This design comes from an exercise in tuning for small area, a short achievable clock period and few clock cycles per item on the open sky130 flow, not from production work. Where RTL was checked, it was by simulation tests only, not by an equivalence proof against the original. Power and IR drop assume default switching activity.

v33:
==> flow/design.v (excerpt) <==
module fp_coprocessor
#(
  parameter int QD = 3
)
(
  input  logic        clk,
  input  logic        reset,
  input  logic [7:0]  paddr,
  input  logic        psel,
  input  logic        penable,
  input  logic        pwrite,
  input  logic [31:0] pwdata,
  output logic [31:0] prdata,
  output logic        pready,
  output logic        pslverr
);
For scale: roughly 4,600 cells after synthesis, roughly 930 flip-flops, ~51,000 sq um of cells after synthesis.
==> flow/config.mk <==
export PLATFORM = sky130hd
export DESIGN_NAME = fp_coprocessor
export DESIGN_NICKNAME = fp_coprocessor
export VERILOG_FILES = /design/flow/design.v
export SDC_FILE = /design/flow/constraint.sdc
export NUM_CORES = 8
export LEC_CHECK = 0
export CAP_MARGIN = 60
export CORE_MARGIN = 2
export CORE_UTILIZATION = 50
export SLEW_MARGIN = 60
==> flow/constraint.sdc <==
create_clock -name core_clock -period 12.0 [get_ports {clk}]
set_input_delay 2.4000 -clock core_clock [delete_from_list [all_inputs] [get_ports {clk}]]
set_output_delay 2.4000 -clock core_clock [all_outputs]
set_load 0.01 [all_outputs]
standard.sh (not shown) runs the stock make flow with config.mk's settings and CLKGATE_MAP_FILE= SYNTH_SCRIPT=/design/flow/synth_recipe.tcl, a recipe that flattens the netlist after the stock synthesis.
==> flow/flow/run.sh <==
#!/bin/bash
# Own layout flow: the standard ORFS flow, with the port buffers made
# from buf_4 cells instead of the resizer's default choice, and the
# post-placement timing repair asked to keep a setup margin.
# Each step's full output stays in orfs/logs/; make's own output goes to
# flow_make.log in the work folder.
set -euo pipefail
bash standard.sh \
  BUFFER_PORTS_ARGS="-buffer_cell sky130_fd_sc_hd__buf_4" \
  SETUP_SLACK_MARGIN=8 \
  finish > flow_make.log 2>&1
[inputs] v7 vs v33
diff --git a/flow/design.v b/flow/design.v
--- a/flow/design.v
+++ b/flow/design.v
@@ -298,20 +298,22 @@
   logic [14:0]   q [QD];
   logic [QD-1:0] qv;
   logic          mph;          
   logic [14:0]   ri;           
   logic          back_q;       
   logic        hw_q;           
   logic [3:0]  hidx_q;
   logic        iw_q;           
   logic        pslverr_q;
-  logic [31:0] prdata_q;
-  logic        reset_q;
+  logic [31:0] prdata_q;       
+  logic        st_q;           
+  logic [5:0]  status_q;
+  logic        reset_q, reset_qq;
   logic        x0_v, x0_ph;
   logic [2:0]  x0_op;
   logic [31:0] x0_a, x0_b;
   logic        x1_v, x1_ph, x1_mul, x1_pass, x1_sign, x1_sub, x1_bzero, x1_mz;
   logic [3:0]  x1_dest;
   logic [22:0] x1_fbig;
   logic [23:0] x1_aligned;
   logic [8:0]  x1_ex;
   logic [5:0]  x1_one, x1_two, x1_neg;
@@ -509,16 +511,19 @@
       pslverr_q <= 1'b0;
     end else begin
       hw_q      <= setup & is_reg & pwrite;
       iw_q      <= setup & is_instr & pwrite & op_ok & (op4 != 4'd0) & room;
       pslverr_q <= setup & err;
     end
   end
   always_ff @(posedge clk) begin
     reset_q  <= reset;
+    reset_qq <= reset_q;
     hidx_q   <= paddr[5:2];
-    prdata_q <= (paddr[6] & ~reset_q) ? rdb : status;
+    prdata_q <= rdb;
+    st_q     <= ~paddr[6];
+    status_q <= status[5:0];
   end
   assign pready  = 1'b1;
   assign pslverr = pslverr_q;
-  assign prdata  = prdata_q;
+  assign prdata  = st_q ? {26'd0, status_q} : (prdata_q & {32{~reset_qq}});
 endmodule
Notes after the runs:
Note that the power dissipated in combinational cells recorded for v33 amounts to 0.886 times the value seen in v7. When v7 is measured against v33, its final critical-path required period turns out 290 ps higher. Sequential cell area sits lower in v7 than in v33. Vertical die dimension: v7 vs v33, no meaningful difference. Diff v7..v33 | clock latency reported for the late side of the worst-skew pair | negligible. On v7: final area is 720 sq um higher than what v33 gave. In the reports for v33 and v7, the larger total internal power belongs to v7. [compare] base=v33 new=v7: overall die width about even; sequential group power rose about 2%; count of clock tree sinks fell 25; relative contribution of the clock network to total power fell 1.0 points; detailed-route wire length rose about 4%. v7 ends up with a sequential share of layout area that is 1.3 points lower than in v33.
No functional check of the RTL was part of any run of this note.

========
Another version of the RTL of fp_coprocessor (not shown whole).
Size in the first run: ~4500 cells after synthesis, ~930 flip-flops, roughly 79 I/O pins, ~51000 um^2 of cells after synthesis.
Settings: LEC_CHECK=0, CAP_MARGIN=60, CORE_MARGIN=2, CORE_UTILIZATION=35, SLEW_MARGIN=60; clock period 12.0 ns.
run.sh (not shown) runs the stock make flow with config.mk's settings and CLKGATE_MAP_FILE= SYNTH_SCRIPT=/design/flow/synth_recipe.tcl, a recipe that flattens the netlist after the stock synthesis.
Stock flow here: none of the scripts above is used.
Edit:
--- a/flow/design.v
+++ b/flow/design.v
@@ -153,22 +153,20 @@
 module fp_mul_tree
 (
   input  logic        ph,         
   input  logic [22:0] fa,         
   input  logic [5:0]  one,        
   input  logic [5:0]  two,
   input  logic [5:0]  neg,
   input  logic [37:0] acc_s,      
   input  logic [37:0] acc_c,
-  output logic [37:0] nacc_s,     
-  output logic [37:0] nacc_c,
-  output logic [35:0] row_s,      
-  output logic [35:0] row_c
+  output logic [37:0] row_s,      
+  output logic [37:0] row_c       
 );
   logic [23:0] x;
   logic [39:0] pp [9];            
   logic        acc_k;             
   assign x  = {1'b1, fa};
   always_comb begin
     logic [24:0] mag, sel;
     for (int i = 0; i < 9; i++) pp[i] = '0;
     for (int i = 0; i < 6; i++) begin
@@ -203,22 +201,20 @@
   assign {l1[5], l1[4]} = csa(pp[6], pp[7], pp[8]);
   assign {l2[1], l2[0]} = csa(l1[0], l1[1], l1[2]);
   assign {l2[3], l2[2]} = csa(l1[3], l1[4], l1[5]);
   assign {l3[1], l3[0]} = csa(l2[0], l2[1], l2[2]);
   assign l3[2] = l2[3];
   assign {l4[1], l4[0]} = csa(l3[0], l3[1], l3[2]);
   logic [12:0] low0;
   assign low0   = {1'b0, acc_s[11:0]} + {1'b0, acc_c[11:0]};
   assign acc_k  = low0[12];
-  assign nacc_s = l4[0][37:0];
-  assign nacc_c = l4[1][37:0];
-  assign row_s = l4[0][35:0];
-  assign row_c = l4[1][35:0];
+  assign row_s = l4[0][37:0];
+  assign row_c = l4[1][37:0];
 endmodule
 module fp_mul_pack
 (
   input  logic [35:0] row_s,    
   input  logic [35:0] row_c,
   input  logic [7:0]  xe,       
   input  logic        zero0,    
   input  logic        zero1,    
   input  logic        inf0,     
@@ -313,25 +309,24 @@
   logic        x0_v, x0_ph;
   logic [2:0]  x0_op;
   logic [31:0] x0_a, x0_b;
   logic        x1_v, x1_ph, x1_mul, x1_pass, x1_sign, x1_sub, x1_bzero, x1_mz;
   logic [3:0]  x1_dest;
   logic [22:0] x1_fbig;
   logic [23:0] x1_aligned;
   logic [8:0]  x1_ex;
   logic [5:0]  x1_one, x1_two, x1_neg;
-  logic [37:0] acc_s, acc_c;
   logic        x2_v, x2_mul, x2_pass, x2_sign, x2_sub, x2_bzero;
   logic        x2_z0, x2_z1, x2_i0, x2_i1;
   logic [3:0]  x2_dest;
   logic [24:0] x2_sum;
   logic [4:0]  x2_lz;
-  logic [35:0] x2_rs, x2_rc;
+  logic [37:0] x2_rs, x2_rc;   
   logic [7:0]  x2_e;
   logic        wb2_v;
   logic [3:0]  wb2_dest;
   logic [31:0] wb2_data;
   logic        setup, is_instr, is_status, is_reg, hrd_now, hwr_now;
   assign setup     = psel & ~penable;
   assign is_instr  = (paddr == fp_pkg::ADDR_INSTR);
   assign is_status = (paddr == fp_pkg::ADDR_STATUS);
   assign is_reg    = (paddr[7:6] == fp_pkg::ADDR_REG_BASE[7:6]) && (paddr[1:0] == 2'b00);
@@ -402,33 +397,27 @@
     x1_neg     <= neg;
     x1_bzero   <= bzero;
     x1_ex      <= x_mul ? {1'b0, ea} + {1'b0, eb} : {1'b0, ebig};
     x1_mz      <= (ea == 8'd0) | (eb == 8'd0);
     x1_sub     <= ~x_pass & osub;
     x1_sign    <= x_pass ? psign : (x_mul ? (x0_a[31] ^ x0_b[31]) : osign);
   end
   logic [24:0] sum;
   logic [4:0]  lz;
-  logic [35:0] rs, rc;
-  logic [37:0] nacc_s, nacc_c;
+  logic [37:0] rs, rc;
   fp_add_sum fp_add_sum_i (
     .fbig(x1_fbig), .aligned(x1_aligned), .sub(x1_sub), .sum(sum), .lz(lz)
   );
   fp_mul_tree fp_mul_tree_i (
     .ph(x1_ph), .fa(x1_fbig), .one(x1_one), .two(x1_two), .neg(x1_neg),
-    .acc_s(acc_s), .acc_c(acc_c), .nacc_s(nacc_s), .nacc_c(nacc_c),
-    .row_s(rs), .row_c(rc)
+    .acc_s(x2_rs), .acc_c(x2_rc), .row_s(rs), .row_c(rc)
   );
   always_ff @(posedge clk) begin
-    acc_s <= nacc_s;
-    acc_c <= nacc_c;
-  end
-  always_ff @(posedge clk) begin
     x2_dest  <= x1_dest;
     x2_mul   <= x1_mul;
     x2_pass  <= x1_pass;
     x2_sign  <= x1_sign;
     x2_sub   <= x1_sub;
     x2_bzero <= x1_bzero;
     x2_sum   <= sum;
     x2_lz    <= lz;
     x2_rs    <= rs;
@@ -439,19 +428,19 @@
     x2_i0    <= (x1_ex >= 9'd382);
     x2_i1    <= (x1_ex >= 9'd381);
   end
   logic [31:0] add_res, mul_res, res;
   fp_add_pack fp_add_pack_i (
     .sum(x2_sum), .lz(x2_lz), .e(x2_e), .sign(x2_sign), .sub(x2_sub), .bzero(x2_bzero),
     .pass(x2_pass), .result(add_res)
   );
   fp_mul_pack fp_mul_pack_i (
-    .row_s(x2_rs), .row_c(x2_rc), .xe(x2_e),
+    .row_s(x2_rs[35:0]), .row_c(x2_rc[35:0]), .xe(x2_e),
     .zero0(x2_z0), .zero1(x2_z1), .inf0(x2_i0), .inf1(x2_i1),
     .sign(x2_sign), .result(mul_res)
   );
   assign res = x2_mul ? mul_res : add_res;
   assign rf_we = hw_q | wb2_v | x2_v;
   assign rf_wa = hw_q ? hidx_q : (wb2_v ? wb2_dest : x2_dest);
   assign rf_wd = (hw_q | wb2_v) ? (hw_q ? pwdata : wb2_data) : res;
   always_ff @(posedge clk) begin
     if (x2_v & (hw_q | wb2_v)) begin
=> Count of clock-buffer cells in the layout went up by 6. Non-clock buffer count falls by 4. Die area rises by 1.3%. Sequential power is higher by about 2%. Core utilization went down by 0.22 points. Combinational power increases by 23%. Wire length grows by 3.5%. Final area rises by 0.77%. Worst hold slack barely changes. First-iteration DRC count grows by 3.3%. Clock skew fell by 21 ps.
Testbench counts after the change, summed over its fixed seeds: cycles 8,092, items 2,304.
Function not checked in the first run of this note: the RTL went through the layout flow alone.

[re-timing with driven ports]
The flow's constraints put no driver on any port. The routed layouts listed below were extracted and timed again, unchanged, in two steps.
Step 1: set_driving_cell puts a clkbuf_16 on clk and a buf_2 on each other input, an assumption about the parent block.
Step 2, shift: input delay + t, output delay - t, t = (earliest + latest rising clock arrival at the registers) / 2. This alone moves slack from input paths to output paths.
Three values: ideal ports, drivers, drivers and shift; two values: the first two.
run | shift t [ns] | setup slack, ns | hold WS [ns] | cell pins on the clock port's net
v33 | 0.758 | 7.987 / 8.016 / 7.258 | 0.327 / 0.327 / 0.327 | 1
v7 | 0.758 | 7.696 / 7.624 / 7.284 | 0.318 / 0.318 / 0.318 | 1
the first run of note 2 | 0.766 | 7.203 / 7.203 / 6.792 | 0.330 / 0.330 / 0.330 | 1
the second run of note 2 | 0.795 | 7.386 / 7.414 / 6.642 | 0.327 / 0.327 / 0.327 | 1
After both steps setup and hold are still met in every run listed. For the second run of note 2, which loses most, drivers alone change the setup slack by +0.028 ns; drivers and shift together by -0.744 ns.
